Source: an optimization exercise on an open RTL-to-GDS flow (aim: small area). Production flows keep margins and buffers that such runs may drop. Only simulation tests tie the RTL to the original design; equivalence was not proved. Power figures rest on the tool's default switching activity, not on a simulated workload.

==> flow/design.v <==
package ub_pkg;
	typedef logic [7:0] byte_t;
	typedef logic [127:0] mem_word_t;
	typedef logic [26:0] mem_addr_t;
	typedef logic [2:0] bank_t;  
	typedef logic [13:0] row_t;  
	typedef logic [9:0] col_t;  
	typedef enum logic [2:0] {
		st_idle,  
		st_write_issue,  
		st_write_advance,  
		st_read_setup,  
		st_read_req,  
		st_read_wait,  
		st_read_send  
	} seq_state_t;
endpackage
`timescale 1ns/1ps
module uart_mem_bridge (
	input  logic         w_clk_div,
	input  logic         i_reset,
	input  logic         i_uart_rx,
	output logic         o_uart_tx,
	output logic         o_mem_cmd_en,
	output logic         o_mem_cmd_rd,
	output logic [2:0]   o_mem_bank,
	output logic [13:0]  o_mem_row,
	output logic [9:0]   o_mem_col,
	output logic [127:0] o_mem_wrdata,
	input  logic [127:0] i_mem_rddata,
	input  logic         i_mem_rddata_valid
);
	logic [1:0] r_sync;
	logic [3:0] r_rx_ph;
	logic [5:0] r_rx_cnt;
	logic [7:0] r_rx_sh;
	logic r_rx_valid;
	logic w_line;
	logic w_rx_tick;
	assign w_line = r_sync[1];
	assign w_rx_tick = (r_rx_cnt == 6'd53);
	always_ff @(posedge w_clk_div) begin
		if (i_reset) begin
			r_sync <= 2'b11;
			r_rx_ph <= 4'd1;
			r_rx_valid <= 1'b0;
		end else begin
			r_sync <= {r_sync[0], i_uart_rx};
			r_rx_valid <= 1'b0;
			if (r_rx_ph == 4'd1) begin
				if (!w_line)
					r_rx_ph <= 4'd7;  
			end else if (w_rx_tick) begin
				if (r_rx_ph == 4'd7 && w_line)
					r_rx_ph <= 4'd1;  
				else
					r_rx_ph <= r_rx_ph + 4'd1;  
				if (r_rx_ph == 4'd0)
					r_rx_valid <= w_line;  
			end
		end
	end
	always_ff @(posedge w_clk_div) begin
		if (r_rx_ph == 4'd1)
			r_rx_cnt <= 6'd27;  
		else if (w_rx_tick)
			r_rx_cnt <= 6'd0;
		else
			r_rx_cnt <= r_rx_cnt + 6'd1;
		if (r_rx_ph[3] && w_rx_tick)
			r_rx_sh <= {w_line, r_rx_sh[7:1]};
	end
	logic [3:0] r_fidx;  
	logic r_fv;
	logic [119:0] r_fbuf;  
	logic [127:0] w_frame;
	logic [1:0] r_cls;  
	logic [1:0] w_code;
	logic r_f_clr, r_f_rd, r_f_sa, r_ne_hi, r_ne_lo;
	logic [7:0] w_diff;
	assign w_frame = {r_fbuf, r_rx_sh};
	assign w_diff = r_rx_sh ^ r_fbuf[31:24];  
	assign w_code = (r_rx_sh == 8'h77) ? 2'd1 : (r_rx_sh == 8'h61) ? 2'd2 :
		(r_rx_sh == 8'h66) ? 2'd3 : 2'd0;
	assign r_f_clr = (r_cls == 2'd3);
	assign r_f_rd = (r_cls == 2'd1);
	assign r_f_sa = (r_cls == 2'd2);
	always_ff @(posedge w_clk_div) begin
		if (i_reset) begin
			r_fidx <= 4'd0;
			r_fv <= 1'b0;
		end else begin
			r_fv <= r_rx_valid && (r_fidx == 4'd15);
			if (r_rx_valid)
				r_fidx <= r_fidx + 4'd1;
		end
	end
	always_ff @(posedge w_clk_div) begin
		if (r_rx_valid) begin
			if (r_fidx != 4'd15)
				r_fbuf <= {r_fbuf[111:0], r_rx_sh};
			if (r_fidx == 4'd0)
				r_cls <= w_code;
			else if (w_code != r_cls && !(r_fidx[3] && r_cls != 2'd3))
				r_cls <= 2'd0;
			r_ne_lo <= |w_diff[2:0];
			if (r_fidx == 4'd12)
				r_ne_hi <= |w_diff[2:0];
			else
				r_ne_hi <= r_ne_hi || (|w_diff[7:3]) || (r_fidx != 4'd15 && |w_diff[2:0]);
		end
	end
	localparam logic [2:0] S_IDLE = 3'b000;
	localparam logic [2:0] S_W1   = 3'b001;
	localparam logic [2:0] S_W2   = 3'b010;  
	localparam logic [2:0] S_R1   = 3'b101;
	localparam logic [2:0] S_RC   = 3'b110;  
	localparam logic [2:0] S_RW   = 3'b111;  
	localparam logic [2:0] S_RS   = 3'b100;  
	logic [2:0] r_st;
	logic [26:0] r_addr;  
	logic [26:0] r_save;  
	logic [23:0] r_end;  
	logic r_lo_eq;  
	logic w_dec, w_is_read, w_go_word, w_go_ack, w_rd_step;
	logic [23:0] w_addr_inc;
	logic [3:0] r_tph;  
	logic [5:0] r_tcnt;
	logic [3:0] r_tidx;
	logic w_ttick;
	logic [127:0] r_ring;
	logic r_txbit;
	logic [2:0] w_next_k;
	localparam logic [7:0] lp_ack = 8'h8a;  
	assign w_dec = r_fv && (r_st == S_IDLE);
	assign w_is_read = r_f_rd && (r_ne_hi || r_ne_lo);
	assign w_go_ack = w_dec && r_f_clr;
	assign w_go_word = r_st[2] && r_st[1] && i_mem_rddata_valid;
	assign w_ttick = (r_tcnt == 6'd53);
	assign w_rd_step = (r_st == S_RS) && (r_tph == 4'd1) && w_ttick;
	assign w_addr_inc = r_addr[26:3] + 24'd1;
	assign o_mem_cmd_en = r_st[1] && !r_st[0];
	assign o_mem_cmd_rd = r_st[2];
	assign {o_mem_bank, o_mem_row, o_mem_col} = r_addr;
	assign o_mem_wrdata = w_frame;
	logic w_rd_last;
	assign w_rd_last = (r_addr[26:3] == r_end) && r_lo_eq;
	always_ff @(posedge w_clk_div) begin
		if (i_reset)
			r_st <= S_IDLE;
		else begin
			case (r_st)
				S_IDLE: begin
					if (r_fv && !r_f_clr) begin
						if (w_is_read)
							r_st <= S_R1;
						else if (!r_f_sa)
							r_st <= S_W1;
					end
				end
				S_W1: r_st <= S_W2;
				S_W2: r_st <= S_IDLE;
				S_R1: r_st <= S_RC;
				S_RC, S_RW: begin
					if (i_mem_rddata_valid)
						r_st <= S_RS;
					else
						r_st <= S_RW;
				end
				S_RS: begin
					if (w_rd_step)
						r_st <= w_rd_last ? S_IDLE : S_R1;
				end
				default: r_st <= S_IDLE;
			endcase
		end
	end
	always_ff @(posedge w_clk_div) begin
		if (i_reset || (w_dec && r_f_clr))
			r_save <= '0;
		else if (w_dec && r_f_sa)
			r_save <= w_frame[26:0];
		else if (r_st == S_W2)
			r_save[26:3] <= w_addr_inc;
	end
	always_ff @(posedge w_clk_div) begin
		if (r_st == S_W1)
			r_addr <= r_save;
		else if (w_dec && w_is_read)
			r_addr <= w_frame[58:32];
		else if (w_rd_step)
			r_addr[26:3] <= w_addr_inc;
	end
	always_ff @(posedge w_clk_div) begin
		if (w_dec && !r_f_clr && w_is_read) begin
			r_end <= w_frame[26:3];
			r_lo_eq <= !r_ne_lo;
		end
	end
	logic w_rclr;
	assign w_rclr = (r_tph == 4'd2) || (r_tph == 4'd1) || (r_tph == 4'd0 && r_tidx == 4'd0);
	always_ff @(posedge w_clk_div) begin
		for (int k = 0; k < 8; k++)
			for (int p = 0; p < 16; p++) begin
				if (p == 0)
					r_ring[k*16] <= (!r_ring[k*16 + 15] && !w_rclr) ||
						(w_go_word && i_mem_rddata[8*(15 - ((p + 8 + 6*k) % 16)) + k]);
				else if (p % 2 == 1)
					r_ring[k*16 + p] <= !(r_ring[k*16 + p - 1] ||
						(w_go_word && i_mem_rddata[8*(15 - ((p + 8 + 6*k) % 16)) + k]));
				else
					r_ring[k*16 + p] <= !r_ring[k*16 + p - 1] ||
						(w_go_word && i_mem_rddata[8*(15 - ((p + 8 + 6*k) % 16)) + k]);
			end
	end
	assign w_next_k = r_tph[2:0] + 3'd1;
	always_ff @(posedge w_clk_div) begin
		if (w_ttick && (r_tph == 4'd7 || (r_tph[3] && r_tph[2:0] != 3'd7)))
			r_txbit <= (r_st == S_RS) ? r_ring[{w_next_k, 4'd0}] : lp_ack[w_next_k];
	end
	always_ff @(posedge w_clk_div) begin
		if (i_reset)
			r_tph <= 4'd2;
		else if (w_go_word || w_go_ack)
			r_tph <= 4'd6;
		else if (r_tph != 4'd2 && w_ttick) begin
			if (r_tph == 4'd0 && r_tidx != 4'd0)
				r_tph <= 4'd6;  
			else
				r_tph <= r_tph + 4'd1;
		end
	end
	always_ff @(posedge w_clk_div) begin
		if (w_go_word || w_go_ack) begin
			r_tcnt <= 6'd51;  
			r_tidx <= w_go_ack ? 4'd0 : 4'd15;
		end else if (w_ttick) begin
			if (r_tph == 4'd0) begin
				if (r_tidx != 4'd0) begin
					r_tcnt <= 6'd51;
					r_tidx <= r_tidx - 4'd1;
				end else
					r_tcnt <= 6'd52;  
			end else
				r_tcnt <= 6'd0;
		end else
			r_tcnt <= r_tcnt + 6'd1;
	end
	assign o_uart_tx = (r_tph != 4'd7) && !(r_tph[3] && !r_txbit);
endmodule
Settings: LEC_CHECK=0, CAP_MARGIN=0, CORE_MARGIN=2, CORE_UTILIZATION=65, SLEW_MARGIN=0; clock period 6.2 ns.
standard.sh (not shown) runs the stock make flow with config.mk's settings and CLKGATE_MAP_FILE= SYNTH_SCRIPT=/design/flow/synth_recipe.tcl, a recipe that flattens the netlist after the stock synthesis.
==> flow/flow/run.sh <==
#!/bin/bash
# Standard ORFS layout (the standard.sh, unchanged synthesis, floorplan,
# power grid and routing) with two knobs the flow scripts read from the
# environment: the smallest buffer for the port buffers, and a clock tree
# without dummy loads built from small clock buffers.
set -euo pipefail
export BUFFER_PORTS_ARGS="-buffer_cell sky130_fd_sc_hd__buf_1"
export CTS_ARGS="-sink_clustering_enable -repair_clock_nets -dont_use_dummy_load -buf_list {sky130_fd_sc_hd__clkbuf_8 sky130_fd_sc_hd__clkbuf_16} -sink_clustering_buffer sky130_fd_sc_hd__clkbuf_8 -sink_clustering_size 20 -sink_clustering_max_diameter 60"
bash standard.sh finish > make_finish.log 2>&1
Edit:
--- a/flow/design.v
+++ b/flow/design.v
@@ -198,24 +198,15 @@
 		end
 	end
-	logic w_rclr;
-	assign w_rclr = (r_tph == 4'd2) || (r_tph == 4'd1) || (r_tph == 4'd0 && r_tidx == 4'd0);
 	always_ff @(posedge w_clk_div) begin
 		for (int k = 0; k < 8; k++)
-			for (int p = 0; p < 16; p++) begin
-				if (p == 0)
-					r_ring[k*16] <= (!r_ring[k*16 + 15] && !w_rclr) ||
-						(w_go_word && i_mem_rddata[8*(15 - ((p + 8 + 6*k) % 16)) + k]);
-				else if (p % 2 == 1)
-					r_ring[k*16 + p] <= !(r_ring[k*16 + p - 1] ||
-						(w_go_word && i_mem_rddata[8*(15 - ((p + 8 + 6*k) % 16)) + k]));
-				else
-					r_ring[k*16 + p] <= !r_ring[k*16 + p - 1] ||
-						(w_go_word && i_mem_rddata[8*(15 - ((p + 8 + 6*k) % 16)) + k]);
-			end
+			for (int p = 0; p < 16; p++)
+				r_ring[k*16 + p] <= !(w_go_word ?
+					i_mem_rddata[8*(15 - ((p + 8 + 6*k) % 16)) + k] :
+					r_ring[k*16 + (p + 15) % 16]);
 	end
 	assign w_next_k = r_tph[2:0] + 3'd1;
 	always_ff @(posedge w_clk_div) begin
 		if (w_ttick && (r_tph == 4'd7 || (r_tph[3] && r_tph[2:0] != 3'd7)))
-			r_txbit <= (r_st == S_RS) ? r_ring[{w_next_k, 4'd0}] : lp_ack[w_next_k];
+			r_txbit <= (r_st == S_RS) ? r_ring[{w_next_k, 4'd0}] ^ r_tidx[0] : lp_ack[w_next_k];
 	end
 	always_ff @(posedge w_clk_div) begin
What happened: Global-route usage fell by 1.4 points. Cell area rose by 3.3%. Sequential share of layout area fell by 2.0 points. Hold slack improved by 0.022 ns. Wire length fell by 1.6%. Total power rose by 2.0%. Register-to-register slack improved by 0.43 ns. Setup slack improved by 0.43 ns. Final cell count fell by 3.4%. Critical path depth rose by 2. Sequential power barely changes. Core utilization fell by 0.18 points. Clock power is about the same. Via count fell by 2.3%.

-- static timing again, ports no longer ideal --
In the flow no input, the clock included, has a driving cell. The finished layouts below were timed again as built, in two steps.
Step 1, drivers: a clkbuf_16 drives w_clk_div and a buf_2 each remaining input, both assumed.
Step 2, shift: input delay + t, output delay - t, t = (earliest + latest rising clock arrival at the registers) / 2. This alone moves slack from input paths to output paths.
a / b / c = ideal / step 1 / step 2; a / b = the first two.
| run | t, ns | setup WS [ns] | hold slack, ns | worst setup path at the end | worst slew at a driven data input, ns |
|---|---|---|---|---|---|
| the first run | 0.543 | 2.881 / 2.881 / 2.881 | 0.355 / 0.355 / 0.355 | register to register | 0.09 |
| the second run | 0.550 | 3.312 / 3.312 / 3.312 | 0.377 / 0.377 / 0.377 | register to register | 0.06 |
After both steps setup and hold are still met in every run listed.
